This design comes from an exercise in tuning for small area and a short achievable clock period on the open sky130 flow, not from production work.
RTL that was checked went through simulation tests only; none was proved equivalent to the original.

## mdu_ctrl
module mdu_ctrl
(
    input  logic        clk,
    input  logic        reset,
    input  logic        start,
    input  logic [2:0]  op,
    input  logic        we,
    input  logic [31:0] in1,
    input  logic [31:0] in2,
    output logic        busy,
    output logic [31:0] hi,
    output logic [31:0] lo
);
    logic        busy_q;      
    logic        idle_q;      
    logic [3:0]  cnt_q;
    logic [31:0] hi_q, lo_q;
    logic        mul_q;       
    logic        sgn_q;       
    logic        sa_q;        
    logic        bp_q;        
    logic [31:0] a_q;         
    logic [36:0] x_q;         
    logic [31:0] d_q;         
    logic [32:0] m;
    logic        sb;
    logic        first, last;
    logic [35:0] x1, s1;      
    logic [36:2] x2, s2;      
    logic [38:1] x3, s3;      
    logic [40:0] x4, s4;      
    logic        one1, one2, one3, one4;
    logic        two1, two2, two3, two4;
    logic        dv1, dv2, dv3, dv4;
    logic        neg1, neg2, neg3, neg4;
    logic        g1, g2, g3, g4;    
    logic        accept;
    logic        commit;
  ...
export LEC_CHECK = 0
export ABC_AREA = 1
export CAP_MARGIN = 20
export CORE_MARGIN = 2
export CORE_UTILIZATION = 40
export GPL_TIMING_DRIVEN = 0
export SLEW_MARGIN = 70
create_clock -name core_clock -period 150.0 [get_ports {clk}]
standard.sh (not shown) runs the stock make flow with config.mk's settings and CLKGATE_MAP_FILE= SYNTH_SCRIPT=/design/flow/synth_recipe.tcl, a recipe that flattens the netlist after the stock synthesis.
==> flow/flow/run.sh <==
#!/bin/bash
# Standard layout, but the port buffers use the smallest plain buffer.
set -e
export BUFFER_PORTS_ARGS="-buffer_cell sky130_fd_sc_hd__buf_1"
bash standard.sh > standard.log 2>&1
Edit:
CORE_UTILIZATION = 60   (was 40)
GPL_TIMING_DRIVEN = not set   (was 0)
=> Routed wire length is lower by roughly a tenth. Hold slack stays flat. Die area went down by a quarter to a third. Maximum frequency climbs slightly. Sequential share of layout area grows by 0.45 points. Final area went down by a few percent. Sequential cell count is unchanged. Via count went up slightly. Setup slack is better by 580 ps. Global-route usage climbs by 9.4 points.
Edit:
CAP_MARGIN = 50   (was 20)
CORE_UTILIZATION = 40   (was 60)
After rerunning: First-iteration DRC count fell by about a fifth; global-route usage fell by 12 points; non-clock buffer count rose by 3.
Edit:
CAP_MARGIN = 20   (was 50)
CTS_BUF_LIST = sky130_fd_sc_hd__clkbuf_8   (was not set)
SLEW_MARGIN = 20   (was 70)
=>
- clock skew climbs by 11 ps
- maximum frequency drops by 2.7%
- synthesized cell count is unchanged
- global-route usage hardly moves
No run of this note included a check of the RTL's function; only the layout flow was run.

---

The RTL this note starts from:
==> flow/design.v <==
package mdu_pkg;
    typedef enum logic [2:0] {
        OP_MULT  = 3'd0,
        OP_MULTU = 3'd1,
        OP_DIV   = 3'd2,
        OP_DIVU  = 3'd3,
        OP_MTHI  = 3'd4,
        OP_MTLO  = 3'd5,
        OP_NONE  = 3'd7
    } mdu_op_e;
    localparam int DEF_MULT_CYCLES = 5;
    localparam int DEF_DIV_CYCLES  = 10;
endpackage
module mdu_arith
#(
    parameter int LO   = 0,
    parameter int HI   = 35,
    parameter int MOFF = 0,
    parameter int DOFF = 3,
    parameter int TOP  = 35,    
    parameter int F    = 6,     
    parameter int BLK  = 7      
) (
    input  logic [HI:LO] x,
    input  logic [32:0]  m,
    input  logic         one,
    input  logic         two,
    input  logic         dv,
    input  logic         neg,
    output logic [HI:LO] s
);
    localparam int W  = HI - LO + 1;
    localparam int T  = HI - LO;                   
    localparam int NB = (T - F + BLK) / BLK;       
    logic [W-1:0] xv, yv, sv, gv, tv;
    logic [W:0]   c;
    logic [NB:0]  cb;                              
    function automatic logic mbit(input logic [32:0] v, input int i);
        if (i < 0)       mbit = 1'b0;
        else if (i > 32) mbit = v[32];
        else             mbit = v[i];
    endfunction
    assign xv = x;
    assign s  = sv;
    for (genvar f = LO; f <= HI; f++) begin : g_op
        assign yv[f-LO] = neg ^ ((one & mbit(m, f - MOFF)) | (two & mbit(m, f - MOFF - 1)) |
                                 (dv & mbit(m, f - DOFF)));
    end
    assign gv = xv & yv;
    assign tv = xv | yv;
    for (genvar b = 0; b < NB - 1; b++) begin : g_blk
        localparam int B0 = F + b * BLK;
        localparam int B1 = B0 + BLK - 1;
        logic gb, pb;
        always_comb begin
            gb = 1'b0;
            pb = 1'b1;
            for (int i = B0; i <= B1; i++) begin
                gb = gv[i] | (tv[i] & gb);
                pb = pb & tv[i];
            end
        end
        assign cb[b+1] = gb | (pb & cb[b]);
    end
    assign c[0] = neg;
    if (F == 0) begin : g_f0
        assign cb[0] = neg;
    end
    for (genvar i = 0; i < W; i++) begin : g_fa
        assign sv[i] = xv[i] ^ (yv[i] ^ c[i]);
        if (i + 1 >= F && i + 1 < F + NB * BLK && i + 1 <= T && ((i + 1 - F) % BLK) == 0) begin : g_cb
            if (i + 1 == F) begin : g_first
                assign cb[0] = (xv[i] & yv[i]) | (xv[i] & c[i]) | (yv[i] & c[i]);
            end
            assign c[i+1] = cb[(i + 1 - F) / BLK];
        end else begin : g_c
            assign c[i+1] = (xv[i] & yv[i]) | (xv[i] & c[i]) | (yv[i] & c[i]);
        end
    end
endmodule
module mdu_ctrl
(
    input  logic        clk,
    input  logic        reset,
    input  logic        start,
    input  logic [2:0]  op,
    input  logic        we,
    input  logic [31:0] in1,
    input  logic [31:0] in2,
    output logic        busy,
    output logic [31:0] hi,
    output logic [31:0] lo
);
    logic        busy_q;      
    logic        idle_q;      
    logic [3:0]  cnt_q;
    logic [31:0] hi_q, lo_q;
    logic        mul_q;       
    logic        sgn_q;       
    logic        sa_q;        
    logic        bp_q;        
    logic [31:0] a_q;         
    logic [36:0] x_q;         
    logic [31:0] d_q;         
    localparam int BLK = 11;
    localparam int F1  = 2;
    localparam int F2  = 10;
    localparam int F3  = 10;
    localparam int F4  = 10;
    logic [32:0] m;
    logic        sb;
    logic        first, last;
    logic [35:0] x1, s1;      
    logic [36:2] x2, s2;      
    logic [38:1] x3, s3;      
    logic [40:0] x4, s4;      
    logic        one1, one2, one3, one4;
    logic        two1, two2, two3, two4;
    logic        dv1, dv2, dv3, dv4;
    logic        neg1, neg2, neg3, neg4;
    logic        g1, g2, g3, g4;    
    logic        accept;
    logic        commit;
    logic [3:0]  hsel;            
    logic [2:0]  lsel;            
    logic        div0;
    logic        nq, nr;
    logic [31:0] a_neg;
    logic [31:0] r_fix;
    assign m     = {sgn_q & d_q[31], d_q};
    assign sb    = sgn_q & d_q[31];
    assign first = (cnt_q == 4'd0);
    assign last  = mul_q ? (cnt_q == 4'd4) : (cnt_q == 4'd9);
    function automatic logic [2:0] booth(input logic b2, input logic b1, input logic b0);
        booth = {b1 ^ b0, (b2 & ~b1 & ~b0) | (~b2 & b1 & b0), b2 & ~(b1 & b0)};
    endfunction
    assign x1 = {x_q[35:4], (mul_q || first) ? x_q[3:0] : a_q[31:28]};
    assign x2 = {s1[35], s1[35:2]};
    assign x3 = {{2{s2[36]}}, s2[36:2], s1[1]};
    assign x4 = {{2{s3[38]}}, s3[38:1], s1[0]};
    assign g1 = ~s1[35];
    assign g2 = ~s2[34];
    assign g3 = ~s3[33];
    assign g4 = ~s4[32];
    always_comb begin
        {one1, two1, dv1, neg1} = 4'b0000;
        {one2, two2, dv2, neg2} = 4'b0000;
        {one3, two3, dv3, neg3} = 4'b0000;
        {one4, two4, dv4, neg4} = 4'b0000;
        if (mul_q) begin
            if (last) begin
                one1 = ~sgn_q & bp_q;
            end else begin
                {one1, two1, neg1} = booth(a_q[1], a_q[0], bp_q);
                {one2, two2, neg2} = booth(a_q[3], a_q[2], a_q[1]);
                {one3, two3, neg3} = booth(a_q[5], a_q[4], a_q[3]);
                {one4, two4, neg4} = booth(a_q[7], a_q[6], a_q[5]);
            end
        end else begin
            if (first) begin
            end else if (last) begin
                one3 = x_q[36];
                neg3 = sb;
            end else begin
                dv1 = 1'b1; neg1 = ~x_q[36] ^ sb;
                dv2 = 1'b1; neg2 = g1 ^ sb;
                dv3 = 1'b1; neg3 = g2 ^ sb;
                dv4 = 1'b1; neg4 = g3 ^ sb;
            end
        end
    end
    mdu_arith #(.LO(0), .HI(35), .MOFF(0), .DOFF(3), .TOP(35), .F(F1), .BLK(BLK)) u_s1 (.x(x1), .m(m), .one(one1), .two(two1), .dv(dv1), .neg(neg1), .s(s1));
    mdu_arith #(.LO(2), .HI(36), .MOFF(2), .DOFF(2), .TOP(34), .F(F2), .BLK(BLK)) u_s2 (.x(x2), .m(m), .one(one2), .two(two2), .dv(dv2), .neg(neg2), .s(s2));
    mdu_arith #(.LO(1), .HI(38), .MOFF(4), .DOFF(1), .TOP(33), .F(F3), .BLK(BLK)) u_s3 (.x(x3), .m(m), .one(one3), .two(two3), .dv(dv3), .neg(neg3), .s(s3));
    mdu_arith #(.LO(0), .HI(40), .MOFF(6), .DOFF(0), .TOP(32), .F(F4), .BLK(BLK)) u_s4 (.x(x4), .m(m), .one(one4), .two(two4), .dv(dv4), .neg(neg4), .s(s4));
    function automatic logic [31:0] cneg(input logic [31:0] v, input logic n);
        logic t;
        t = 1'b0;
        for (int i = 0; i < 32; i++) begin
            cneg[i] = v[i] ^ t;
            t = t | (n & v[i]);
        end
    endfunction
    assign nq    = first ? (sgn_q & a_q[31]) : (!mul_q && (sa_q ^ sb));
    assign a_neg = cneg(a_q, nq);
    assign nr    = !mul_q && sa_q;
    assign r_fix = cneg(s3[35:4], nr);
    mdu_wdec u_wdec (
        .idle   (idle_q),
        .commit (commit),
        .mul    (mul_q),
        .start  (start),
        .op     (op),
        .we     (we),
        .hsel   (hsel),
        .lsel   (lsel)
    );
    assign accept = idle_q && start && (op[2] == 1'b0);
    assign div0   = !mul_q && (d_q == 32'd0);
    assign commit = !idle_q && last && !div0;
    always_ff @(posedge clk or posedge reset) begin
        if (reset) begin
            busy_q <= 1'b0;
            idle_q <= 1'b1;
            hi_q   <= 32'd0;
            lo_q   <= 32'd0;
        end else begin
            if (!idle_q) begin
                busy_q <= !last;
                idle_q <= last;
            end else begin
                busy_q <= accept;
                idle_q <= !accept;
            end
            hi_q <= ({32{hsel[3]}} & in1) | ({32{hsel[2]}} & {s3[31:1], s1[0]}) |
                    ({32{hsel[1]}} & r_fix) | ({32{hsel[0]}} & hi_q);
            lo_q <= ({32{lsel[2]}} & in1) | ({32{lsel[1]}} & a_neg) | ({32{lsel[0]}} & lo_q);
        end
    end
    always_ff @(posedge clk) begin
        cnt_q <= idle_q ? 4'd0 : cnt_q + 4'd1;
        bp_q  <= idle_q ? 1'b0 : a_q[7];     
    end
    always_ff @(posedge clk) begin
        if (idle_q) begin
            mul_q <= !op[1];
            sgn_q <= !op[0];
            a_q   <= in1;
            x_q   <= 37'd0;
            d_q   <= in2;
        end else if (mul_q) begin
            a_q  <= {s4[7:0], a_q[31:8]};
            x_q  <= {{4{s4[40]}}, s4[40:8]};
        end else if (first) begin
            sa_q <= sgn_q & a_q[31];
            a_q  <= a_neg;
            x_q  <= {s4[32:0], 4'd0};
        end else begin
            a_q  <= {a_q[27:0], g1, g2, g3, g4};
            x_q  <= {s4[32:0], 4'd0};
        end
    end
    assign busy = busy_q;
    assign hi   = hi_q;
    assign lo   = lo_q;
endmodule
module mdu_wdec
(
    input  logic       idle,
    input  logic       commit,
    input  logic       mul,
    input  logic       start,
    input  logic [2:0] op,
    input  logic       we,
    output logic [3:0] hsel,
    output logic [2:0] lsel
);
    logic wr_hi, wr_lo;
    assign wr_hi = idle && !start && we && (op == mdu_pkg::OP_MTHI);
    assign wr_lo = idle && !start && we && (op == mdu_pkg::OP_MTLO);
    assign hsel = {wr_hi, commit && mul, commit && !mul, !wr_hi && !commit};
    assign lsel = {wr_lo, commit, !wr_lo && !commit};
endmodule
clock: 150.0 ns
lec_check: 0
abc_area: 1
cap_margin: 20
core_margin: 2
core_utilization: 40
slew_margin: 20
==> flow/flow/run.sh <==
#!/bin/bash
# The standard layout (standard.sh, the ORFS flow), with these changes:
#  - synthesis: ABC's area script is replaced by flow/abc_area.script (&nf
#    mapping, no ABC buffering; the placer buffers). The ORFS scripts folder
#    is mirrored here with links so that only abc_area.script differs.
#  - synthesis: module mdu_wdec (the MTHI/MTLO select decode of the control
#    inputs) is kept apart while ABC maps, so that this short path from the
#    inputs is mapped on its own; the netlist is flattened afterwards as usual.
#  - placement: every port still gets a buffer, the smallest plain one (buf_1).
#  - CTS: no dummy loads.
# Each tool's output is in standard.log and in orfs/logs.
set -e
mkdir -p scripts
for f in "$FLOW_HOME"/scripts/*; do ln -sf "$f" scripts/; done
rm -f scripts/abc_area.script
cp flow/abc_area.script scripts/abc_area.script
export BUFFER_PORTS_ARGS="-buffer_cell sky130_fd_sc_hd__buf_1"
bash standard.sh SCRIPTS_DIR="$PWD/scripts" SYNTH_KEEP_MODULES=mdu_wdec \
  CTS_ARGS="-sink_clustering_enable -repair_clock_nets -dont_use_dummy_load" \
  finish > standard.log 2>&1
==> flow/flow/abc_area.script <==
strash
&get -n
&dch
&nf -R 20
&put
topo
stime -c
upsize -c
dnsize -c
Rerun with:
- SLEW_MARGIN: 20 -> 30
- global-route usage is higher by 0.15 points
- flip-flop and latch count stays the same
- design area is about the same
- synthesized cell count does not change

[separate check: timing with driven ports]
The results above use ideal ports. As a check the final layouts listed here were re-extracted and re-timed, cells and wires unchanged.
Step 1, drivers: a clkbuf_16 drives clk and a buf_2 each remaining input, both assumed.
Step 2 also shifts input and output timing later by t, the mid clock arrival at the registers, as if the neighbouring blocks saw the same clock.
Three values: no drivers, after step 1, after step 2; two values: the first two.
run	t, ns	slack for setup (ns)	worst setup path after step 2	slew at the worst register clock pin (ns)
the first run of note 1	0.552	117.983 / 117.983 / 117.874	input to register	0.08 / 0.08
the second run of note 1	0.514	118.565 / 118.591 / 118.078	input to register	0.09 / 0.09
the third run of note 1	0.555	118.729 / 118.763 / 118.208	input to register	0.09 / 0.09
the fourth run of note 1	0.619	117.867 / 117.896 / 117.277	input to register	0.12 / 0.12
the first run of note 2	0.505	118.891 / 118.835 / 118.460	input to register	0.07 / 0.07
the second run of note 2	0.514	118.885 / 118.827 / 118.446	input to register	0.07 / 0.07
After both steps every run listed still meets setup and hold. The setup slack of the fourth run of note 1, which loses most, moves by +0.029 ns with the drivers and by -0.590 ns with both steps.
